Context: an optimization exercise on an open-source flow, tuned for small area and few clock cycles. The choices shown serve that exercise and are no tape-out recipe. In this exercise RTL edits were held to simulation tests only and were not proved equivalent to the original. Power and IR drop assume default switching activity.

==> flow/design.v (outline; a module is shown in full before it is edited, if it fits) <==
// module wtsd_mac: 916 lines
// module wtsd_sqlt: 229 lines
// module wtsd_wsum: 224 lines
// module wtsd_sub17: 112 lines
// module wtsd_add20: 132 lines
// module wtsd_near: 327 lines
// module windowed_temperature_stability_detector_top: 196 lines
module windowed_temperature_stability_detector_top (
  input  wire                clk,
  input  wire                rst_n,
  input  wire                cfg_we,
  input  wire  [1:0]         cfg_index,
  input  wire  [15:0]        cfg_wdata,
  input  wire                in_valid,
  output logic               in_stall,
  input  wire                in_command,
  input  wire  signed [15:0] in_temperature,
  output logic               out_valid,
  input  wire                out_stall,
  output logic               out_stable,
  output logic signed [15:0] out_stable_temperature,
  output logic signed [15:0] out_window_mean,
  output logic               out_window_full,
  output logic               out_near_setpoint,
  output logic               out_low_spread
);
  // ...
==> flow/run.sh <==
#!/bin/bash
# synth_recipe.tcl (not shown) runs the flow's synth.tcl, then flattens the netlist and writes it again
# the make line also repeats each setting of config.mk as NAME=value (left out here)
make -C /OpenROAD-flow-scripts/flow DESIGN_CONFIG=/design/flow/config.mk WORK_HOME=/design/flow/orfs CLKGATE_MAP_FILE= SYNTH_SCRIPT=/design/flow/synth_recipe.tcl finish
==> flow/config.mk <==
export PLATFORM = sky130hd
export DESIGN_NAME = windowed_temperature_stability_detector_top
export DESIGN_NICKNAME = windowed_temperature_stability_detector_top
export VERILOG_FILES = /design/flow/design.v
export SDC_FILE = /design/flow/constraint.sdc
export NUM_CORES = 4
export LEC_CHECK = 0
export ABC_AREA = 1
export CAP_MARGIN = 20
export CORE_MARGIN = 2
export CORE_UTILIZATION = 65
export CTS_BUF_LIST = sky130_fd_sc_hd__clkbuf_8
export CTS_CLUSTER_DIAMETER = 60
export CTS_CLUSTER_SIZE = 15
export SLEW_MARGIN = 20
==> flow/constraint.sdc <==
create_clock -name core_clock -period 8.5 [get_ports {clk}]
set_input_delay 1.7000 -clock core_clock [delete_from_list [all_inputs] [get_ports {clk}]]
set_output_delay 1.7000 -clock core_clock [all_outputs]
set_load 0.01 [all_outputs]
==> impl_metrics.json, run 1 <==
{
  "status": "no timing/DRC/antenna violations",
  "signal_buffers": 230,
  "critPathLaunchType": "input pin",
  "synth_top_flop_cell": "dfxtp_1",
  "clk_pin_slew_ps": 90,
  "comb_power_share_pct": 70.8,
  "multi_input_area_mm2": 0.01658,
  "final_nets": 3889,
  "insertion_delay_ps": 650,
  "multi_input_area_share_pct": 52.26,
  "netlist.area_leader.share_pct": 30.36,
  "synth_edf_count": 13,
  "regMostFlops": "ring",
  "cts_resized": 0,
  "hp-start": "ring[13][2]",
  "io_pins": 78,
  "hpwl_um": 56850,
  "power_density_mw_per_mm2": 434.9,
  "syn_avg_cell_area_um2": 8.932,
  "top_regs": "ring x272, spr_r x38, w_r x22",
  "drv_cap": 0,
  "drt_iter0_markers": 1357,
  "final_cell_mix": "inv_1, dfxtp_1, nand2_1",
  "r2r-end": "spr_r[37]",
  "core_area_mm2": 0.04393,
  "cts-htree-levels": 2,
  "highest_layer": "met5",
  "worst_ep_arrival_time_ps": 8770,
  "endpoint": "spr_r[37]",
  "nFlopsAndLatches": 449,
  "largestClassByArea": "multi-input gates",
  "r2r_slack_ps": 1280,
  "dr_total_vias": 21670,
  "num-multi-input-gates": 1979,
  "cpMostUsedCell": "inv_1",
  "synth_warnings": 2,
  "setup_viol": 0,
  "grt_max_degree": 50,
  "routed_via_density": 5.466,
  "cp.depth": 38,
  "cp_max_fo": 7,
  "holdPathEnd": "ring[14][2]",
  "critPathBufInv": 14,
  "place_inst": 3905
}
Testbench counts, summed over its fixed seeds: cycles 24,016.
==> run 2: changes to the inputs <==
==> flow/flow/run.sh (new file) <==
#!/bin/bash
# Own layout flow: the standard flow, with two changes.
#  1. After the standard synthesis, faflip.py flips the polarity of full-adder
#     cells where that removes inverters (a full adder is self-dual), leaving
#     every register and every port function as synthesized.
#  2. Port buffers use buf_1 and the clock tree skips dummy loads.
# Each step writes its full output to a log file in this folder.
set -euo pipefail
RES=$PWD/orfs/results/$FLOW_PLATFORM/windowed_temperature_stability_detector_top/base
bash standard.sh "$RES/1_2_yosys.v" > 1_synth.log 2>&1
cp "$RES/1_2_yosys.v" 1_2_yosys_standard.v
python3 flow/faflip.py 1_2_yosys_standard.v "$RES/1_2_yosys.v" > faflip.log 2>&1
touch "$RES/1_2_yosys.v"
bash standard.sh \
  "BUFFER_PORTS_ARGS=-buffer_cell sky130_fd_sc_hd__buf_1" \
  "CTS_ARGS=-sink_clustering_enable -repair_clock_nets -buf_list sky130_fd_sc_hd__clkbuf_8 -sink_clustering_size 15 -sink_clustering_max_diameter 60 -dont_use_dummy_load" \
  finish > 2_layout.log 2>&1
==> flow/flow/faflip.py (new file) <==
#!/usr/bin/env python3
"""Flip the polarity of full-adder cells in a mapped netlist to cut inverters.

A full adder is self-dual: FA(~a, ~b, ~c) = (~sum, ~cout). For each fa cell we
may take the complemented inputs and treat its outputs as complemented; a
choice is kept when it lowers the number of inverters the netlist needs. The
logic function of every port and register input is unchanged.

usage: faflip.py in.v out.v
"""
import re
import sys
from collections import defaultdict

src = open(sys.argv[1]).read()
PRE = "sky130_fd_sc_hd__"
cell_re = re.compile(r"^  (" + PRE + r"\w+) +(\\\S+ |\S+) *\((.*?)\n  \);\n", re.S | re.M)
pin_re = re.compile(r"\.(\w+)\((.*?)\)(?:,|\s*$)", re.S | re.M)

m = re.search(r"^module (\S+)\(", src, re.M)
body_start = src.index(";", m.end()) + 1
cells = []
for cm in cell_re.finditer(src):
    typ, name, pins = cm.group(1), cm.group(2).strip(), cm.group(3)
    pl = [(p, n.strip()) for p, n in pin_re.findall(pins)]
    cells.append([typ, name, pl, cm.start(), cm.end()])
assert len(cells) == src.count("  " + PRE), (len(cells), src.count("  " + PRE))
first = cells[0][3]
last = cells[-1][4]
head = src[:first]
tail = src[last:]
assert "assign" not in src[first:last]
between = cell_re.sub("", src[first:last]).strip()
assert between == "", between[:200]

ports = set()
for pm in re.finditer(r"^\s*(input|output)\s+(\[[^\]]*\]\s*)?(\S+);", head, re.M):
    ports.add(pm.group(3))
def is_port(net):
    base = net.split("[")[0].lstrip("\\").strip()
    return base in ports or net in ports

OUTP = {"X", "Y", "Q", "Q_N", "SUM", "COUT"}
def is_inv(t):
    return re.match(PRE + r"(inv|clkinv)_\d+$", t) is not None
FA = PRE + "fa_1"

driver = {}
for i, c in enumerate(cells):
    for p, n in c[2]:
        if p in OUTP:
            driver[n] = (i, p)

inv_of = {}   # output net -> input net
for i, c in enumerate(cells):
    if is_inv(c[0]):
        d = dict(c[2])
        if not is_port(d["Y"]):
            inv_of[d["Y"]] = (i, d["A"])

def root_of(net):
    pol = 0
    while net in inv_of:
        pol ^= 1
        net = inv_of[net][1]
    return net, pol

# consumers: (cell index, pin) of every non-removable-inverter cell input
uses = defaultdict(list)   # root -> list of (cell idx, pin, pol)
for i, c in enumerate(cells):
    if is_inv(c[0]) and dict(c[2])["Y"] in inv_of:
        continue
    for p, n in c[2]:
        if p in OUTP:
            continue
        if re.match(r"^\d+'", n):
            continue
        r, pol = root_of(n)
        uses[r].append((i, p, pol))

fa_idx = [i for i, c in enumerate(cells) if c[0] == FA]
flippable = set()
for i in fa_idx:
    d = dict(cells[i][2])
    if not is_port(d["SUM"]) and not is_port(d["COUT"]):
        flippable.add(i)
flip = defaultdict(int)

def rootdrv(r):
    d = driver.get(r)
    if d and d[0] in flippable:
        return d[0]
    return None

roots_of_fa = defaultdict(set)
for r, us in uses.items():
    d = rootdrv(r)
    if d is not None:
        roots_of_fa[d].add(r)
    for i, p, pol in us:
        if i in flippable:
            roots_of_fa[i].add(r)
# roots with no users (nets driven but unused)
def need(r):
    d = rootdrv(r)
    q = flip[d] if d is not None else 0
    s = set()
    for i, p, pol in uses.get(r, []):
        want = pol ^ (flip[i] if i in flippable else 0)
        s.add(want ^ q)
    return s

def local_cost(i):
    return sum(1 for r in roots_of_fa[i] if 1 in need(r))

before = sum(1 for r in uses if 1 in need(r))
for it in range(30):
    changed = False
    for i in fa_idx:
        if i not in flippable:
            continue
        a = local_cost(i)
        flip[i] ^= 1
        b = local_cost(i)
        if b < a:
            changed = True
        else:
            flip[i] ^= 1
    if not changed:
        break
after = sum(1 for r in uses if 1 in need(r))

def esc(n):
    return n + " " if n.startswith("\\") else n


# rebuild connections
newcells = []
ninv = 0
inv_net = {}
def inv_name(r):
    global ninv
    if r not in inv_net:
        ninv += 1
        inv_net[r] = f"_faflip_n{ninv}_"
    return inv_net[r]
conn = {}  # (cell idx, pin) -> net
for r, us in uses.items():
    d = rootdrv(r)
    q = flip[d] if d is not None else 0
    for i, p, pol in us:
        want = pol ^ (flip[i] if i in flippable else 0)
        conn[(i, p)] = inv_name(r) if want ^ q else r
removed = set(i for i, c in enumerate(cells) if is_inv(c[0]) and dict(c[2])["Y"] in inv_of)

out = [head.rstrip("\n") + "\n"]
decl = []
for r, n in inv_net.items():
    decl.append(f"  wire {n};\n")
# declarations go before the first cell
out.append("".join(decl))
for i, c in enumerate(cells):
    if i in removed:
        continue
    pl = []
    for p, n in c[2]:
        if p not in OUTP and (i, p) in conn:
            n = conn[(i, p)]
        pl.append(f"    .{p}({esc(n)})")
    out.append(f"  {c[0]} {esc(c[1])} (\n" + ",\n".join(pl) + "\n  );\n")
for k, (r, n) in enumerate(inv_net.items()):
    out.append(f"  {PRE}inv_1 _faflip_i{k+1}_ (\n    .A({esc(r)}),\n    .Y({n})\n  );\n")
out.append(tail)
open(sys.argv[2], "w").write("".join(out))
nflip = sum(flip[i] for i in fa_idx)
print(f"faflip: {len(fa_idx)} fa cells, {nflip} flipped; inverters {len(removed)} removed, {len(inv_net)} added "
      f"(model {before} -> {after})")
==> flow/standard.sh (new file) <==
#!/bin/bash
# synth_recipe.tcl (not shown) runs the flow's synth.tcl, then flattens the netlist and writes it again
# the make line also repeats each setting of config.mk as NAME=value (left out here)
make -C /OpenROAD-flow-scripts/flow DESIGN_CONFIG=/design/flow/config.mk WORK_HOME=/design/flow/orfs CLKGATE_MAP_FILE= SYNTH_SCRIPT=/design/flow/synth_recipe.tcl "${@:-finish}"
removed: flow/run.sh
==> impl_metrics.json, run 2 <==
{
  "top_regs": "ring x272, spr_r x38, w_r x22",
  "cts.sinks": 449,
  "antenna_cells": 0,
  "gp_congestion": 0.9206,
  "track_usage_pct": 31.29,
  "dr_total_vias": 20480,
  "preCtsSetupSlack_ps": -226.5,
  "io_buffer_count": 77,
  "seq_area_mm2": 0.009119,
  "io_pins": 78,
  "die_h_um": 212.3,
  "chipWidth_um": 212.3,
  "required_ps": 9010,
  "postCtsSetupBuffers": 0,
  "min_period_ps": 7993,
  "cp-end-kind": "flip-flop",
  "slew_headroom_pct": 47.68,
  "power_density_mw_per_mm2": 423.0,
  "clk_pin_slew_ps": 80,
  "dr.pass1.iters": 8,
  "start_util_pct": 65.61,
  "syn_to_final_growth_pct": 5.665,
  "ant_nets": 0,
  "max_stage_delay_ps": 620,
  "r2r-end": "spr_r[37]",
  "insertion_delay_ps": 610,
  "regMostFlops": "ring",
  "dpl_cell_area_mm2": 0.02922,
  "cts-htree-levels": 2,
  "setup_viol": 0,
  "crit_type": "in -> reg",
  "antenna_found_initial": 1,
  "hpwl_um": 53490,
  "critPathLaunchType": "input pin",
  "critPathTopFamily": "adder cells",
  "largest_register_ffs": 272,
  "worst_path_max_delay_cell": "fa_1",
  "r2r-start": "gap_r[0]",
  "reg2regPathDepth": 34,
  "grt_pass1_vias": 21050,
  "cp_max_fo": 13,
  "drv_slew": 0,
  "finish.utilization_pct": 69.33,
  "wire_per_inst_um": 18.26,
  "cts_buffers": 40,
  "cp.depth": 34,
  "status": "no timing/DRC/antenna violations",
  "vdd_drop_max_v": 0.0004164,
  "timing_worst_slew_pin_value_ps": 783.9,
  "drc": 0,
  "drt_iter0_markers": 1484,
  "multi_input_area_mm2": 0.01654,
  "critPathBufInv": 10,
  "num_rows": 76,
  "final_cell_mix": "inv_1, dfxtp_1, nand2_1",
  "synth_warnings": 2,
  "endpoint": "spr_r[37]",
  "netlist_instances": 3073,
  "synth_area_mm2": 0.02820,
  "grt_pass1_wl_um": 109300,
  "syn_avg_cell_area_um2": 9.177,
  "die_area_mm2": 0.04507,
  "cts_tree": "done",
  "rsz0062_at_grt": "no",
  "fin_skew_ps": 56.49,
  "p_leak_nw": 14.51,
  "fmax_ghz": 0.1251,
  "grt_max_degree": 51,
  "drive_gt1_share_pct": 5.734,
  "core_area_mm2": 0.04298,
  "finalHoldViolations": 0,
  "cts_max_path_buffers": 3,
  "finalWorstSetupSlack_ps": 507.1,
  "finalInstanceArea_mm2": 0.02980,
  "drv_cap": 0,
  "cts_root_buf": "clkbuf_8",
  "crit_start": "out_stall",
  "routed_via_density": 5.498,
  "r2r_slack_ps": 1140,
  "layout_commonest_cell": "inv_1",
  "post-route-period-util_pct": 94.03,
  "worst_ep_arrival_time_ps": 8510,
  "fillers": 3477,
  "grt_overflow_total": 0,
  "synthesis.nets": 3602,
  "fin_setup_tns_ps": 0,
  "route.final.wire_length_um": 68000,
  "final_nets": 3670,
  "hp-class": "reg -> reg"
}
run 2: what timing repair did:
item,4_1_cts,5_1_grt
gates resized for setup,0,4
hold buffers,0,0
setup endpoints to repair,0,2
run 2: power breakdown:
part           switching, mW  internal, mW
combinational           5.00          3.81
sequential             0.221          2.50
clock                  0.646         0.421
run 2: layout make-up:
cell class	count	area share, %
Clock buffer	40	1.847
Inverter	514	6.474
Multi-Input combinational cell	1979	55.51
Sequential cell	449	30.60
Tap cell	585	2.456
Timing Repair Buffer	157	3.115
run 2: per-layer routing:
layer | GRT usage [%] | share of wire, % | vias up
li1 | - | - | 9848
met1 | 41.03 | 42 | 9825
met2 | 51.57 | 47 | 659
met3 | 6.898 | 7.7 | 143
met4 | 10.63 | 3.3 | 0
met5 | 0 | 0 | -
run 2: worst min-delay path by stage:
stage / to / depth (start not counted) / start
4_1_cts: ring[6][3] / 0 / ring[5][3]
3_3_place_gp: ring[14][11] / 0 / ring[13][11]
6_report: ring[15][6] / 0 / ring[14][6]
3_5_place_dp: ring[1][11] / 0 / ring[0][11]
5_1_grt: ring[15][6] / 0 / ring[14][6]
2_1_floorplan: ring[10][0] / 0 / ring[9][0]
run 2: worst reg2reg max path: cells and delay by family (launching register included):
| kind | cells | cell delay, ps |
|---|---|---|
| fa+ha+maj | 7 | 2890 |
| compound gates | 9 | 1500 |
| simple gates | 6 | 770 |
| buf+inv | 9 | 1210 |
| flops | 1 | 340 |
| xor+xnor | 3 | 570 |
run 2: stage by stage:
stage / instances / power, mW / hold WS, ps
after floorplan: 3073 / 9.423 / 309.6
after global placement: 3683 / 11.21 / 310.1
after detailed placement: 3683 / 11.55 / 312.1
after CTS: 3723 / 12.68 / 312.9
after global routing: 3724 / 14.16 / 315.4
final: 3724 / 12.60 / 307.8
==> run 3: changes to the inputs <==
--- a/flow/flow/faflip.py
+++ b/flow/flow/faflip.py
@@ -1,7 +1,8 @@
 #!/usr/bin/env python3
 """Flip the polarity of full-adder cells in a mapped netlist to cut inverters.
 
-A full adder is self-dual: FA(~a, ~b, ~c) = (~sum, ~cout). For each fa cell we
+A full adder is self-dual: FA(~a, ~b, ~c) = (~sum, ~cout), and an xor2 cell
+takes an inverted input or output by becoming xnor2. For each such cell we
 may take the complemented inputs and treat its outputs as complemented; a
 choice is kept when it lowers the number of inverters the netlist needs. The
 logic function of every port and register input is unchanged.
@@ -44,6 +45,10 @@
 def is_inv(t):
     return re.match(PRE + r"(inv|clkinv)_\d+$", t) is not None
 FA = PRE + "fa_1"
+XOR_T = {PRE + "xor2_1": PRE + "xnor2_1", PRE + "xnor2_1": PRE + "xor2_1",
+         PRE + "xor2_2": PRE + "xnor2_2", PRE + "xnor2_2": PRE + "xor2_2",
+         PRE + "xor2_4": PRE + "xnor2_4", PRE + "xnor2_4": PRE + "xor2_4",
+         }
 
 driver = {}
 for i, c in enumerate(cells):
@@ -79,11 +84,17 @@
         uses[r].append((i, p, pol))
 
 fa_idx = [i for i, c in enumerate(cells) if c[0] == FA]
+xor_idx = set(i for i, c in enumerate(cells) if c[0] in XOR_T)
 flippable = set()
 for i in fa_idx:
     d = dict(cells[i][2])
     if not is_port(d["SUM"]) and not is_port(d["COUT"]):
         flippable.add(i)
+for i in xor_idx:
+    d = dict(cells[i][2])
+    outn = [n for p, n in cells[i][2] if p in OUTP][0]
+    if not is_port(outn):
+        flippable.add(i)
 flip = defaultdict(int)
 
 def rootdrv(r):
@@ -91,6 +102,7 @@
     if d and d[0] in flippable:
         return d[0]
     return None
+
 
 roots_of_fa = defaultdict(set)
 for r, us in uses.items():
@@ -106,6 +118,8 @@
     q = flip[d] if d is not None else 0
     s = set()
     for i, p, pol in uses.get(r, []):
+        if i in xor_idx:
+            continue
         want = pol ^ (flip[i] if i in flippable else 0)
         s.add(want ^ q)
     return s
@@ -116,7 +130,7 @@
 before = sum(1 for r in uses if 1 in need(r))
 for it in range(30):
     changed = False
-    for i in fa_idx:
+    for i in list(fa_idx) + sorted(xor_idx):
         if i not in flippable:
             continue
         a = local_cost(i)
@@ -145,12 +159,23 @@
         inv_net[r] = f"_faflip_n{ninv}_"
     return inv_net[r]
 conn = {}  # (cell idx, pin) -> net
+xpar = defaultdict(int)  # xor cells: parity of inverted inputs taken
 for r, us in uses.items():
     d = rootdrv(r)
     q = flip[d] if d is not None else 0
     for i, p, pol in us:
+        if i in xor_idx:
+            conn[(i, p)] = r
+            xpar[i] ^= pol ^ q
+            continue
         want = pol ^ (flip[i] if i in flippable else 0)
         conn[(i, p)] = inv_name(r) if want ^ q else r
+ntog = 0
+for i in xor_idx:
+    if xpar[i] ^ (flip[i] if i in flippable else 0):
+        cells[i][0] = XOR_T[cells[i][0]]
+        cells[i][2] = [({"X": "Y", "Y": "X"}.get(p, p), n) for p, n in cells[i][2]]
+        ntog += 1
 removed = set(i for i, c in enumerate(cells) if is_inv(c[0]) and dict(c[2])["Y"] in inv_of)
 
 out = [head.rstrip("\n") + "\n"]
@@ -173,5 +198,6 @@
 out.append(tail)
 open(sys.argv[2], "w").write("".join(out))
 nflip = sum(flip[i] for i in fa_idx)
+print(f"faflip: {len(xor_idx)} xor cells, {ntog} changed type")
 print(f"faflip: {len(fa_idx)} fa cells, {nflip} flipped; inverters {len(removed)} removed, {len(inv_net)} added "
       f"(model {before} -> {after})")
--- a/flow/config.mk
+++ b/flow/config.mk
@@ -6,10 +6,11 @@
 export NUM_CORES = 4
 export LEC_CHECK = 0
 export ABC_AREA = 1
-export CAP_MARGIN = 20
+export CAP_MARGIN = 0
 export CORE_MARGIN = 2
 export CORE_UTILIZATION = 65
 export CTS_BUF_LIST = sky130_fd_sc_hd__clkbuf_8
 export CTS_CLUSTER_DIAMETER = 60
 export CTS_CLUSTER_SIZE = 15
-export SLEW_MARGIN = 20
+export GPL_TIMING_DRIVEN = 0
+export SLEW_MARGIN = 0
==> impl_metrics.json, run 3 <==
{
  "hold_buffers": 0,
  "largest_register_ffs": 272,
  "grt_max_degree": 22,
  "status": "no timing/DRC/antenna violations",
  "route.final.wire_length_um": 79590,
  "drt_iter0_markers": 1849,
  "cts_buffers": 42,
  "cpMostUsedCell": "fa_1",
  "cp-end-kind": "flip-flop",
  "holdWs_ps": 307.9,
  "power_density_mw_per_mm2": 442.3,
  "finalInstanceArea_mm2": 0.03010,
  "setup_viol": 0,
  "multi_input_area_mm2": 0.01670,
  "synth_area_mm2": 0.02813,
  "fin_skew_ps": 69.04,
  "preCtsSetupSlack_ps": -2028,
  "chipWidth_um": 212.0,
  "syn_to_final_growth_pct": 7.024,
  "final_cell_mix": "inv_1, dfxtp_1, nand2_1",
  "syn_avg_cell_area_um2": 9.213,
  "timing_worst_slew_pin_value_ps": 1230,
  "hp-class": "reg -> reg",
  "drc": 0,
  "num_rows": 76,
  "top_regs": "ring x272, spr_r x38, w_r x22",
  "worst_path_max_delay_cell": "fa_1",
  "io_pins": 78,
  "required_ps": 9020,
  "clk_pin_slew_ps": 80,
  "rsz0062_at_grt": "yes",
  "regMostFlops": "ring",
  "seq_area_mm2": 0.009119,
  "cts_tree": "done",
  "finalWorstSetupSlack_ps": 250.9,
  "grt_pass1_wl_um": 122500,
  "routed_via_density": 5.773,
  "finalHoldViolations": 0,
  "critPathTopFamily": "adder cells",
  "start_util_pct": 65.59,
  "fin_setup_tns_ps": 0,
  "fillers": 3292,
  "drv_slew": 0,
  "synthesis.nets": 3582,
  "p_leak_nw": 14.35,
  "cts_max_path_buffers": 3,
  "layout_commonest_cell": "inv_1",
  "cts-htree-levels": 2,
  "slew_headroom_pct": 17.35,
  "netlist_instances": 3053,
  "post-route-period-util_pct": 97.05,
  "synth_warnings": 2,
  "ant_nets": 0,
  "cts_root_buf": "clkbuf_8",
  "cts.sinks": 449,
  "antenna_cells": 0,
  "fmax_ghz": 0.1212,
  "crit_type": "in -> reg",
  "io_buffer_count": 76,
  "wire_per_inst_um": 21.11,
  "vdd_drop_max_v": 0.0004336,
  "final_nets": 3716,
  "critPathLaunchType": "input pin",
  "insertion_delay_ps": 630,
  "drv_cap": 0,
  "grt_overflow_total": 0,
  "max_stage_delay_ps": 560,
  "core_area_mm2": 0.04289,
  "dr.pass1.iters": 7,
  "critPathBufInv": 6,
  "die_h_um": 212.0,
  "min_period_ps": 8249,
  "track_usage_pct": 36.07,
  "hpwl_um": 62620,
  "dpl_cell_area_mm2": 0.02914,
  "drive_gt1_share_pct": 6.593,
  "worst_ep_arrival_time_ps": 8770,
  "cp_max_fo": 10,
  "die_area_mm2": 0.04495,
  "grt_pass1_vias": 22050,
  "dr_total_vias": 21770,
  "gp_congestion": 1.023,
  "antenna_found_initial": 1
}
[run 3: changes by cell type in the layout (fill, tap and decap cells not counted), moves of 4 or more]
cell      before  now
xor2_1       196  171
clkbuf_4       0    4
clkbuf_2       1    8
clkbuf_1       0   60
buf_4         77   35
o21ai_0      105  101
xnor2_1       35   58
inv_1        513  490
buf_2          0   26
nand2_2        4    9
nand2_1      420  413
buf_6          0    8
[run 3: cell type report]
type / count / area share [%]
timing repair buffer: 91 / 1.417
inverter: 494 / 6.185
sequential: 449 / 30.29
buffer: 130 / 2.274
multi-input combinational: 1979 / 55.48
clock buffer: 42 / 1.920
tap: 585 / 2.432
[run 3: routing by layer]
layer	up-vias	part of all wire (%)	global-route usage, %
li1	9951	-	-
met1	10590	40	45.97
met4	2	6.0	18.65
met2	966	47	58.84
met5	-	0.016	0
met3	261	7.9	6.795
[run 3: power by group]
group | internal [mW] | total (mW) | switching (mW)
logic | 3.93 | 9.48 | 5.55
registers | 2.50 | 2.72 | 0.219
clock network | 0.441 | 1.11 | 0.673
[run 3: what timing repair did]
item | CTS | global route
setup endpoints to repair | 16 | 14
pin swaps | 1 | 7
buffers inserted | 2 | 13
gates resized for setup | 22 | 61
[run 3: final timing paths]
path | endpoint | startpoint | slack (ps) | cells after the start
min reg2reg | ring[1][2] | ring[0][2] | 310 | 0
max reg2reg | spr_r[37] | gap_r[0] | 840 | 35
min | ring[1][2] | ring[0][2] | 310 | 0
max | spr_r[37] | out_stall | 250 | 30
[run 3: through the flow]
stage | std cells | power (mW) | util, %
after floorplan | 3053 | 9.447 | -
after global placement | 3714 | 11.22 | 67.96
after detailed placement | 3714 | 11.69 | 67.96
after CTS | 3758 | 12.93 | 69.53
after global routing | 3770 | 14.60 | 70.19
final | 3770 | 13.31 | 70.19
==> run 4: changes to the inputs <==
--- a/flow/config.mk
+++ b/flow/config.mk
@@ -6,11 +6,10 @@
 export NUM_CORES = 4
 export LEC_CHECK = 0
 export ABC_AREA = 1
-export CAP_MARGIN = 0
+export CAP_MARGIN = 20
 export CORE_MARGIN = 2
 export CORE_UTILIZATION = 65
 export CTS_BUF_LIST = sky130_fd_sc_hd__clkbuf_8
 export CTS_CLUSTER_DIAMETER = 60
 export CTS_CLUSTER_SIZE = 15
-export GPL_TIMING_DRIVEN = 0
-export SLEW_MARGIN = 0
+export SLEW_MARGIN = 20
==> impl_metrics.json, run 4 <==
{
  "cp_max_fo": 13,
  "synth_area_mm2": 0.02813,
  "cts-htree-levels": 2,
  "drc": 0,
  "chipWidth_um": 212.0,
  "post-route-period-util_pct": 94.13,
  "netlist_instances": 3053,
  "drive_gt1_share_pct": 5.648,
  "r2r_slack_ps": 1040,
  "fmax_ghz": 0.1250,
  "synthesis.nets": 3582,
  "min_path_cells": 0,
  "cts_tree": "done",
  "fin_cells": 3701,
  "internal-power_mw": 6.922,
  "dr.pass1.iters": 6,
  "worst_ep_arrival_time_ps": 8520,
  "drv_slew": 0,
  "clk_pin_slew_ps": 90,
  "hold_buffers": 0,
  "largest_register_ffs": 272,
  "critPathLaunchType": "input pin",
  "power_mw": 13.06,
  "finalInstanceArea_mm2": 0.02977,
  "min_period_ps": 8001,
  "max_stage_delay_ps": 540,
  "grt_overflow_total": 0,
  "grt_pass1_vias": 21320,
  "gp_congestion": 0.9445,
  "status": "no timing/DRC/antenna violations",
  "grt_pass1_wl_um": 112700,
  "num_rows": 76,
  "insertion_delay_ps": 650,
  "place_inst": 3655,
  "antenna_cells": 0,
  "hp-start": "ring[4][4]",
  "ant_nets": 0,
  "timing_worst_slew_pin_value_ps": 939.9,
  "finalWorstSetupSlack_ps": 498.6,
  "io_pins": 78,
  "top_regs": "ring x272, spr_r x38, w_r x22",
  "start_util_pct": 65.59,
  "layout_commonest_cell": "inv_1",
  "comb_power_share_pct": 70.4,
  "final_nets": 3647,
  "fin_setup_tns_ps": 0,
  "antenna_found_initial": 0,
  "drt_iter0_markers": 1573,
  "cp-end-kind": "flip-flop",
  "cts_buffers": 45,
  "fin_skew_ps": 92.34,
  "reg2regPathDepth": 32,
  "switchingPower_mw": 6.140,
  "finish.utilization_pct": 69.43,
  "required_ps": 9020,
  "preCtsSetupSlack_ps": 34.44,
  "die_area_mm2": 0.04495,
  "r2r-end": "spr_r[37]",
  "synth_warnings": 2,
  "slew_headroom_pct": 37.27,
  "worst_path_max_delay_cell": "fa_1",
  "postCtsSetupBuffers": 0,
  "syn_to_final_growth_pct": 5.859,
  "drv_cap": 0,
  "p_leak_nw": 14.28,
  "fillers": 3388,
  "r2r-start": "gap_r[0]",
  "cts_resized": 0,
  "holdWs_ps": 304.1,
  "die_h_um": 212.0,
  "grt_max_degree": 50,
  "wire_per_inst_um": 18.94,
  "cts.sinks": 449,
  "core_area_mm2": 0.04289,
  "route.final.wire_length_um": 70100,
  "cts_root_buf": "clkbuf_8",
  "finalHoldViolations": 0,
  "switching_share_pct": 47.01,
  "crit_type": "in -> reg",
  "dpl_cell_area_mm2": 0.02914,
  "hp-class": "reg -> reg",
  "final_cell_mix": "inv_1, dfxtp_1, nand2_1",
  "io_buffer_count": 77,
  "setup_viol": 0,
  "routed_via_density": 5.596,
  "rsz0062_at_grt": "no",
  "p_clk_share_pct": 8.8,
  "regMostFlops": "ring",
  "cts_max_path_buffers": 3,
  "vdd_drop_max_v": 0.0004571,
  "power.share.sequential_pct": 20.8,
  "track_usage_pct": 32.50,
  "power_density_mw_per_mm2": 438.7,
  "hpwl_um": 54420,
  "dr_total_vias": 20710,
  "holdPathEnd": "ring[5][4]",
  "syn_avg_cell_area_um2": 9.213
}
==> run 4: worst max-delay path, delay by kind of cell <==
family,cells,cell delay [ps]
adders and majority gates,7,2880
AOI/OAI and AO/OA,8,1440
buffers and inverters,6,1070
and+or+nand+nor,8,830
xor gates and xnor gates,3,590
==> run 4: area by class of cell <==
| class | count | area, um2 | share of cell area, % |
|---|---|---|---|
| multi-input cells | 1979 | 16540 | 55.57 |
| flip-flops and latches | 449 | 9119 | 30.63 |
| inverters | 494 | 1854 | 6.228 |
| repair buffers | 149 | 905.9 | 3.042 |
| well taps | 585 | 732.0 | 2.458 |
| clock buffers | 45 | 619.3 | 2.080 |
==> run 4: metal layers <==
layer  track usage [%]  vias up  share of wire, %
met3             5.657      225               6.5
met5                 0        -                 0
met2             53.15      758                47
li1                  -     9787                 -
met1             42.12     9939                41
met4             15.59        0               5.1
==> run 4: worst max path at each step <==
stage,slack (ps),cells past startpoint,endpoint,startpoint
detailed placement,30,33,w_r[19],out_stall
global route,120,32,spr_r[37],out_stall
finish,500,32,spr_r[37],out_stall
floorplan,450,32,spr_r[37],out_stall
CTS,660,32,spr_r[37],out_stall
global placement,70,31,w_r[21],out_stall
==> run 4: power groups by stage <==
stage	registers, mW	logic [mW]	clock network [mW]
5_1_grt	2.74	10.6	1.25
3_3_place_gp	2.75	8.81	0
6_report	2.71	9.20	1.15
3_5_place_dp	2.76	9.12	0
4_1_cts	2.71	9.19	1.18
2_1_floorplan	2.65	6.80	0
==> run 5: changes to the inputs <==
--- a/flow/flow/faflip.py
+++ b/flow/flow/faflip.py
@@ -1,11 +1,13 @@
 #!/usr/bin/env python3
 """Flip the polarity of full-adder cells in a mapped netlist to cut inverters.
 
-A full adder is self-dual: FA(~a, ~b, ~c) = (~sum, ~cout), and an xor2 cell
-takes an inverted input or output by becoming xnor2. For each such cell we
+A full adder is self-dual: FA(~a, ~b, ~c) = (~sum, ~cout). For each fa cell we
 may take the complemented inputs and treat its outputs as complemented; a
 choice is kept when it lowers the number of inverters the netlist needs. The
-logic function of every port and register input is unchanged.
+logic function of every port and register input is unchanged. The choice is
+made greedily and then improved by simulated annealing (fixed seed). Last, an
+inverting gate whose only load is an inverter becomes the matching
+non-inverting gate.
 
 usage: faflip.py in.v out.v
 """
@@ -142,6 +144,31 @@
             flip[i] ^= 1
     if not changed:
         break
+after = sum(1 for r in uses if 1 in need(r))
+# simulated annealing from the greedy result (deterministic seed)
+import random
+rng = random.Random(12345)
+cand = [i for i in list(fa_idx) + sorted(xor_idx) if i in flippable]
+best = dict(flip)
+cur = after
+bestc = after
+T = 2.0
+for step in range(200000):
+    i = cand[rng.randrange(len(cand))]
+    a = local_cost(i)
+    flip[i] ^= 1
+    b = local_cost(i)
+    dlt = b - a
+    if dlt <= 0 or rng.random() < pow(2.718, -dlt / T):
+        cur += dlt
+        if cur < bestc:
+            bestc = cur
+            best = dict(flip)
+    else:
+        flip[i] ^= 1
+    T = max(0.05, T * 0.99997)
+flip.clear()
+flip.update(best)
 after = sum(1 for r in uses if 1 in need(r))
 
 def esc(n):
@@ -178,6 +205,43 @@
         ntog += 1
 removed = set(i for i, c in enumerate(cells) if is_inv(c[0]) and dict(c[2])["Y"] in inv_of)
 
+# an inverting gate whose only load is an inverter becomes the
+# non-inverting gate of the same inputs, driving the inverter's net
+MERGE = {"nand2_1": "and2_0", "nor2_1": "or2_0", "nand3_1": "and3_1",
+         "nor3_1": "or3_1", "o21ai_0": "o21a_1", "a21oi_1": "a21o_1",
+         "o22ai_1": "o22a_1", "a22oi_1": "a22o_1", "nand4_1": "and4_1"}
+newinv = []  # (A net, Y net) of the inverters added above
+for k, (r, n) in enumerate(inv_net.items()):
+    newinv.append([r, n])
+loads2 = defaultdict(int)
+for i, c in enumerate(cells):
+    if i in removed:
+        continue
+    for p, n in c[2]:
+        if p not in OUTP:
+            loads2[conn.get((i, p), n)] += 1
+for a, y in newinv:
+    loads2[a] += 1
+drv2 = {}
+for i, c in enumerate(cells):
+    if i in removed:
+        continue
+    for p, n in c[2]:
+        if p in OUTP:
+            drv2[n] = i
+nmerge = 0
+for k, (a, y) in enumerate(newinv):
+    i = drv2.get(a)
+    if i is None or loads2[a] != 1 or is_port(a):
+        continue
+    t = cells[i][0][len(PRE):]
+    if t not in MERGE:
+        continue
+    cells[i][0] = PRE + MERGE[t]
+    cells[i][2] = [(("X" if p == "Y" else p), (y if p == "Y" else n)) for p, n in cells[i][2]]
+    newinv[k] = None
+    nmerge += 1
+
 out = [head.rstrip("\n") + "\n"]
 decl = []
 for r, n in inv_net.items():
@@ -193,8 +257,12 @@
             n = conn[(i, p)]
         pl.append(f"    .{p}({esc(n)})")
     out.append(f"  {c[0]} {esc(c[1])} (\n" + ",\n".join(pl) + "\n  );\n")
-for k, (r, n) in enumerate(inv_net.items()):
+for k, e in enumerate(newinv):
+    if e is None:
+        continue
+    r, n = e
     out.append(f"  {PRE}inv_1 _faflip_i{k+1}_ (\n    .A({esc(r)}),\n    .Y({n})\n  );\n")
+print(f"faflip: {nmerge} inverting gates merged with their inverter")
 out.append(tail)
 open(sys.argv[2], "w").write("".join(out))
 nflip = sum(flip[i] for i in fa_idx)
--- a/flow/config.mk
+++ b/flow/config.mk
@@ -8,7 +8,7 @@
 export ABC_AREA = 1
 export CAP_MARGIN = 20
 export CORE_MARGIN = 2
-export CORE_UTILIZATION = 65
+export CORE_UTILIZATION = 80
 export CTS_BUF_LIST = sky130_fd_sc_hd__clkbuf_8
 export CTS_CLUSTER_DIAMETER = 60
 export CTS_CLUSTER_SIZE = 15
==> impl_metrics.json, run 5 <==
{
  "status": "failed layout checks",
  "failed_checks": "negative setup slack",
  "syn_avg_cell_area_um2": 9.511,
  "hpwl_um": 57860,
  "setup_viol": 2,
  "antenna_found_initial": 0,
  "drv_slew": 0,
  "postCtsSetupBuffers": 0,
  "max_stage_delay_ps": 520,
  "track_usage_pct": 45.70,
  "worst_path_max_delay_cell": "fa_1",
  "cts.sinks": 449,
  "finish.utilization_pct": 84.87,
  "clk_pin_slew_ps": 90,
  "synthesis.nets": 3452,
  "drv_cap": 0,
  "post-route-period-util_pct": 100.6,
  "r2r_slack_ps": 480,
  "start_util_pct": 80.88,
  "place_inst": 3385,
  "finalHoldViolations": 0,
  "insertion_delay_ps": 660,
  "holdPathEnd": "ring[7][12]",
  "grt_max_degree": 50,
  "timing_worst_slew_pin_value_ps": 983.5,
  "p_clk_share_pct": 8.3,
  "reg2regPathDepth": 27,
  "holdWs_ps": 289.4,
  "comb_power_share_pct": 71.7,
  "cts_root_buf": "clkbuf_8",
  "hp-class": "reg -> reg",
  "largest_register_ffs": 272,
  "finalWorstSetupSlack_ps": -50.81,
  "switching_share_pct": 49.06,
  "grt_pass1_wl_um": 126600,
  "io_pins": 78,
  "grt_overflow_total": 0,
  "r2r-end": "w_r[19]",
  "chipWidth_um": 190.4,
  "final_cell_mix": "dfxtp_1, nand2_1, inv_1",
  "core_area_mm2": 0.03437,
  "cts_max_path_buffers": 3,
  "wire_per_inst_um": 23.74,
  "p_leak_nw": 13.91,
  "cts_resized": 12,
  "drive_gt1_share_pct": 5.922,
  "gp_congestion": 1.027,
  "required_ps": 9030,
  "fin_skew_ps": 69.99,
  "cp_max_fo": 17,
  "route.final.wire_length_um": 81370,
  "io_buffer_count": 77,
  "top_regs": "ring x272, spr_r x38, w_r x22",
  "syn_to_final_growth_pct": 4.937,
  "layout_commonest_cell": "dfxtp_1",
  "num_rows": 68,
  "dr_total_vias": 22310,
  "netlist_instances": 2923,
  "crit_start": "out_stall",
  "r2r-start": "fill_r[4]",
  "finalInstanceArea_mm2": 0.02917,
  "power.share.sequential_pct": 20.0,
  "power_density_mw_per_mm2": 469.8,
  "min_path_cells": 0,
  "switchingPower_mw": 6.723,
  "worst_ep_arrival_time_ps": 9080,
  "drt_iter0_markers": 2550,
  "hold_buffers": 0,
  "synth_warnings": 2,
  "cts-htree-levels": 2,
  "dr.pass1.iters": 6,
  "slew_headroom_pct": 34.24,
  "die_h_um": 190.4,
  "grt_pass1_vias": 23520,
  "fin_cells": 3427,
  "hp-start": "ring[6][12]",
  "internal-power_mw": 6.981,
  "regMostFlops": "ring",
  "crit_type": "in -> reg",
  "fmax_ghz": 0.1169,
  "min_period_ps": 8551,
  "cpMostUsedCell": "nand2_1",
  "cp-end-kind": "flip-flop",
  "drc": 0,
  "dpl_cell_area_mm2": 0.02852,
  "preCtsSetupSlack_ps": -499.2,
  "cts_tree": "done",
  "routed_via_density": 6.510,
  "critPathLaunchType": "input pin",
  "vdd_drop_max_v": 0.0006837,
  "rsz0062_at_grt": "no",
  "final_nets": 3503,
  "ant_nets": 0,
  "die_area_mm2": 0.03626,
  "synth_area_mm2": 0.02780,
  "antenna_cells": 0,
  "cts_buffers": 41
}
==> run 5: final cells by class <==
| type | instances | area, um2 |
|---|---|---|
| sequential | 449 | 9119 |
| fill | 1820 | 5200 |
| clock buffer | 41 | 564.3 |
| multi-input combinational | 1979 | 16750 |
| timing repair buffer | 139 | 793.3 |
| inverter | 364 | 1374 |
| tap | 455 | 569.3 |
==> run 5: per-stage QoR <==
step / setup TNS (ps) / power (mW)
floorplan: 0 / 9.461
global placement: 0 / 11.16
global route: 0 / 14.72
detailed placement: -3031 / 12.11
CTS: 0 / 13.44
finish: -68.79 / 13.70
==> run 5: worst max path at each step <==
stage           endpoint  slack [ps]  cells past startpoint
4_1_cts          w_r[21]           1                     30
5_1_grt        spr_r[37]           8                     32
3_5_place_dp     w_r[21]        -500                     32
3_3_place_gp     w_r[21]          50                     30
2_1_floorplan  spr_r[37]         510                     29
6_report         w_r[19]         -50                     31
==> run 5: metal layers <==
layer | up-vias | share of wire (%) | global-route usage (%)
li1 | 9524 | - | -
met1 | 10590 | 35 | 53.30
met2 | 1622 | 46 | 73.08
met3 | 570 | 10 | 10.43
met4 | 0 | 9.3 | 36.20
met5 | - | 0 | 0
==> run 5: worst max-delay path, delay by kind of cell <==
kind | cells | cell delay (ps)
xor gates and xnor gates | 2 | 500
adders and majority gates | 6 | 2610
buffers and inverters | 5 | 510
and+or+nand+nor | 10 | 1510
AOI/OAI and AO/OA | 8 | 2220
==> run 5: power by group through the flow <==
stage	combinational [mW]	sequential (mW)	clock, mW
2_1_floorplan	6.81	2.65	0
3_3_place_gp	8.42	2.74	0
3_5_place_dp	9.35	2.76	0
4_1_cts	9.58	2.73	1.13
5_1_grt	10.8	2.76	1.19
6_report	9.82	2.75	1.14
==> run 6: changes to the inputs <==
--- a/flow/config.mk
+++ b/flow/config.mk
@@ -8,8 +8,9 @@
 export ABC_AREA = 1
 export CAP_MARGIN = 20
 export CORE_MARGIN = 2
-export CORE_UTILIZATION = 80
+export CORE_UTILIZATION = 65
 export CTS_BUF_LIST = sky130_fd_sc_hd__clkbuf_8
 export CTS_CLUSTER_DIAMETER = 60
 export CTS_CLUSTER_SIZE = 15
+export GPL_TIMING_DRIVEN = 0
 export SLEW_MARGIN = 20
==> impl_metrics.json, run 6 <==
{
  "status": "no timing/DRC/antenna violations",
  "crit_type": "in -> reg",
  "slew_headroom_pct": 35.53,
  "fmax_ghz": 0.1204,
  "grt_overflow_total": 0,
  "setup_viol": 0,
  "dr.pass1.iters": 7,
  "hp-class": "reg -> reg",
  "chipWidth_um": 210.8,
  "track_usage_pct": 37.06,
  "wire_per_inst_um": 22.41,
  "syn_avg_cell_area_um2": 9.511,
  "start_util_pct": 66.13,
  "ant_nets": 0,
  "max_stage_delay_ps": 540,
  "antenna_found_initial": 2,
  "grt_max_degree": 22,
  "cp-end-kind": "flip-flop",
  "finalHoldViolations": 0,
  "cts_tree": "done",
  "worst_ep_arrival_time_ps": 8900,
  "finish.utilization_pct": 70.69,
  "fin_skew_ps": 115.2,
  "min_period_ps": 8304,
  "required_ps": 9090,
  "cts_buffers": 42,
  "layout_commonest_cell": "dfxtp_1",
  "top_regs": "ring x272, spr_r x38, w_r x22",
  "final_cell_mix": "dfxtp_1, nand2_1, inv_1",
  "io_pins": 78,
  "cts_max_path_buffers": 3,
  "drv_slew": 0,
  "synthesis.nets": 3452,
  "netlist_instances": 2923,
  "num_rows": 75,
  "drive_gt1_share_pct": 6.723,
  "regMostFlops": "ring",
  "gp_congestion": 1.008,
  "vdd_drop_max_v": 0.0005656,
  "cts_root_buf": "clkbuf_8",
  "grt_pass1_vias": 22370,
  "die_h_um": 210.8,
  "syn_to_final_growth_pct": 6.895,
  "dpl_cell_area_mm2": 0.02877,
  "drt_iter0_markers": 2027,
  "drv_cap": 0,
  "post-route-period-util_pct": 97.69,
  "insertion_delay_ps": 670,
  "cp_max_fo": 9,
  "hold_buffers": 0,
  "final_nets": 3595,
  "route.final.wire_length_um": 80780,
  "grt_pass1_wl_um": 124500,
  "hpwl_um": 63020,
  "finalInstanceArea_mm2": 0.02972,
  "synth_warnings": 2,
  "worst_path_max_delay_cell": "fa_1",
  "cts.sinks": 449,
  "io_buffer_count": 76,
  "critPathTopFamily": "adder cells",
  "power_density_mw_per_mm2": 442.4,
  "largest_register_ffs": 272,
  "synth_area_mm2": 0.02780,
  "dr_total_vias": 21530,
  "rsz0062_at_grt": "yes",
  "core_area_mm2": 0.04204,
  "p_leak_nw": 14.12,
  "cts-htree-levels": 2,
  "timing_worst_slew_pin_value_ps": 959.7,
  "routed_via_density": 5.974,
  "die_area_mm2": 0.04444,
  "drc": 0,
  "clk_pin_slew_ps": 100,
  "critPathBufInv": 5,
  "cpMostUsedCell": "fa_1",
  "critPathLaunchType": "input pin"
}
[run 6: worst paths after layout]
check,start,to,slack [ps],cells after the start
min,ring[2][8],ring[3][8],270,0
max,out_stall,spr_r[37],200,31
max reg2reg,gap_r[0],spr_r[37],840,31
min reg2reg,ring[2][8],ring[3][8],270,0
[run 6: stage by stage]
stage	hold WS (ps)	setup TNS, ps	power (mW)	cells	setup slack, ps
CTS	276.9	-71.26	12.98	3585	-71.26
global route	279.8	-59.66	14.37	3604	-52.98
global placement	311.5	-19770	11.22	3538	-1796
detailed placement	312.1	-24980	11.75	3539	-2008
finish	269.5	0	13.15	3604	196.4
floorplan	309.6	0	9.461	2923	512.1
[run 6: final cells by class]
| type | count | area, um2 |
|---|---|---|
| Tap cell | 539 | 674.4 |
| Sequential cell | 449 | 9119 |
| Clock buffer | 42 | 578.1 |
| Multi-Input combinational cell | 1979 | 16810 |
| Buffer | 131 | 693.2 |
| Antenna cell | 1 | 2.502 |
| Inverter | 364 | 1370 |
| Timing Repair Buffer | 99 | 474.2 |
| Fill cell | 3124 | 12320 |
[run 6: timing repair]
| item | CTS | global route |
|---|---|---|
| resized for setup | 27 | 41 |
| gates cloned | 0 | 0 |
| setup buffers | 4 | 18 |
| pin swaps | 1 | 8 |
| setup endpoints to repair | 17 | 9 |
[run 6: metal layers]
metal  track usage [%]  wire [um]  vias to the layer above
met4             22.63       5674                        0
met2             59.83      37370                     1035
li1                  -          -                     9702
met3             6.363       6214                      317
met1             46.88      31520                    10480
met5                 0          0                        -
[run 6: worst register-to-register path, delay by kind of cell (launching register included)]
| kind | cells | cell delay (ps) |
|---|---|---|
| flops | 1 | 410 |
| xor+xnor | 3 | 630 |
| compound gates | 10 | 1810 |
| simple gates | 4 | 510 |
| buf+inv | 6 | 910 |
| fa+ha+maj | 8 | 3350 |
[run 6: power by group]
part           leakage [nW]  internal [mW]  switching (mW)
registers              3.74           2.50           0.227
logic                  10.1           3.88            5.43
clock network         0.302          0.440           0.673
total                  14.1           6.82            6.33
==> run 7: changes to the inputs <==
--- a/flow/config.mk
+++ b/flow/config.mk
@@ -12,5 +12,4 @@
 export CTS_BUF_LIST = sky130_fd_sc_hd__clkbuf_8
 export CTS_CLUSTER_DIAMETER = 60
 export CTS_CLUSTER_SIZE = 15
-export GPL_TIMING_DRIVEN = 0
 export SLEW_MARGIN = 20
==> impl_metrics.json, run 7 <==
{
  "status": "no timing/DRC/antenna violations",
  "synthesis.nets": 3452,
  "power_mw": 13.32,
  "drv_slew": 0,
  "required_ps": 9050,
  "fillers": 3236,
  "wire_per_inst_um": 19.56,
  "dpl_cell_area_mm2": 0.02882,
  "hpwl_um": 53860,
  "syn_to_final_growth_pct": 5.950,
  "post-route-period-util_pct": 94.98,
  "top_regs": "ring x272, spr_r x38, w_r x22",
  "clk_pin_slew_ps": 80,
  "fmax_ghz": 0.1239,
  "layout_commonest_cell": "dfxtp_1",
  "cts.sinks": 449,
  "cts_max_path_buffers": 3,
  "dr_total_vias": 20360,
  "chipWidth_um": 210.8,
  "track_usage_pct": 31.95,
  "grt_max_degree": 51,
  "route.final.wire_length_um": 69210,
  "synth_warnings": 2,
  "worst_ep_arrival_time_ps": 8630,
  "min_period_ps": 8073,
  "holdWs_ps": 315.4,
  "antenna_found_initial": 1,
  "finalHoldViolations": 0,
  "regMostFlops": "ring",
  "cts_resized": 0,
  "drt_iter0_markers": 1701,
  "io_pins": 78,
  "gp_congestion": 0.9652,
  "largest_register_ffs": 272,
  "max_stage_delay_ps": 530,
  "fin_cells": 3538,
  "grt_pass1_wl_um": 110700,
  "hold_buffers": 0,
  "drc": 0,
  "cts_tree": "done",
  "cts_root_buf": "clkbuf_8",
  "preCtsSetupSlack_ps": -271.1,
  "die_area_mm2": 0.04444,
  "rsz0062_at_grt": "no",
  "start_util_pct": 66.13,
  "insertion_delay_ps": 640,
  "finalInstanceArea_mm2": 0.02945,
  "fin_setup_tns_ps": 0,
  "final_cell_mix": "dfxtp_1, nand2_1, inv_1",
  "num_rows": 75,
  "crit_type": "in -> reg",
  "grt_overflow_total": 0,
  "cp_max_fo": 9,
  "postCtsSetupBuffers": 0,
  "netlist_instances": 2923,
  "timing_worst_slew_pin_value_ps": 1085,
  "ant_nets": 0,
  "drv_cap": 0,
  "vdd_drop_max_v": 0.0006249,
  "dr.pass1.iters": 6,
  "synth_area_mm2": 0.02780,
  "cts-htree-levels": 2,
  "finish.utilization_pct": 70.06,
  "syn_avg_cell_area_um2": 9.511,
  "hp-class": "reg -> reg",
  "grt_pass1_vias": 20900,
  "routed_via_density": 5.754,
  "p_leak_nw": 14.05,
  "fin_skew_ps": 67.46,
  "setup_viol": 0,
  "power_density_mw_per_mm2": 452.1,
  "cpMostUsedCell": "fa_1",
  "critPathLaunchType": "input pin",
  "core_area_mm2": 0.04204,
  "cts_buffers": 44,
  "slew_headroom_pct": 27.12,
  "drive_gt1_share_pct": 6.338,
  "io_buffer_count": 77,
  "finalWorstSetupSlack_ps": 426.6,
  "final_nets": 3529,
  "worst_path_max_delay_cell": "fa_1",
  "cp-end-kind": "flip-flop",
  "place_inst": 3492,
  "die_h_um": 210.8
}
-- run 7: worst max-delay path: cells and delay by family --
family	cells	cell delay (ps)
compound gates	10	1590
simple gates	6	850
fa+ha+maj	7	3000
xor+xnor	3	570
buf+inv	6	900
-- run 7: report_power, final --
group          switching (mW)  leakage [nW]  internal [mW]  total (mW)
Combinational            5.23          9.99           4.23        9.46
Clock                   0.676         0.316          0.460        1.14
Sequential              0.221          3.74           2.50        2.72
-- run 7: metal layers --
layer	GRT usage (%)	wire [um]
met4	15.40	3473
met5	0	0
met3	5.561	4591
met2	51.97	32290
met1	41.70	28860
-- run 7: cell type report --
| type | count | area [um2] | area share, % |
|---|---|---|---|
| antenna | 1 | 2.502 | 0.008496 |
| timing repair buffer | 162 | 978.4 | 3.322 |
| multi-input combinational | 1979 | 16710 | 56.73 |
| tap | 539 | 674.4 | 2.290 |
| sequential | 449 | 9119 | 30.96 |
| inverter | 364 | 1366 | 4.639 |
| clock buffer | 44 | 605.6 | 2.056 |
-- run 7: worst paths after layout --
path	start	endpoint	slack [ps]	cells after the start
hold / removal	ring[5][12]	ring[6][12]	320	0
setup reg to reg	gap_r[0]	spr_r[37]	1200	33
setup / recovery	out_stall	spr_r[37]	430	32
hold reg to reg	ring[5][12]	ring[6][12]	320	0

[separate check: timing with driven ports]
How much do the figures lean on ideal ports? The routed layouts below were timed once more, with nothing changed but the port constraints.
Step 1 (the two cells are an assumption about what drives the block):
set clk [get_ports {clk}]
set_driving_cell -lib_cell sky130_fd_sc_hd__clkbuf_16 $clk
set_driving_cell -lib_cell sky130_fd_sc_hd__buf_2 [delete_from_list [all_inputs] $clk]
Step 2 moves the port delays by t, midway between the first and last clock arrival at a register: inputs arrive t later, outputs are due t later. That takes back most of the time a late clock gives input paths.
Slacks: ideal ports / drivers / drivers and shift; pairs: ideal ports / drivers.
run | t, ns | setup WS [ns] | worst setup path after step 2
run 1 | 0.685 | 0.274 / 0.305 / -0.380 | input to register
run 2 | 0.645 | 0.507 / 0.545 / -0.100 | input to register
run 3 | 0.656 | 0.251 / 0.286 / -0.370 | input to register
run 4 | 0.664 | 0.499 / 0.536 / -0.129 | input to register
run 5 | 0.676 | -0.051 / -0.028 / -0.704 | input to register
run 6 | 0.665 | 0.196 / 0.230 / -0.435 | input to register
run 7 | 0.662 | 0.427 / 0.464 / -0.198 | input to register
With both steps, setup timing fails in 6 of these runs, where it was met with ideal ports. For run 1, which loses most, drivers alone change the setup slack by +0.031 ns; drivers and shift together by -0.654 ns.
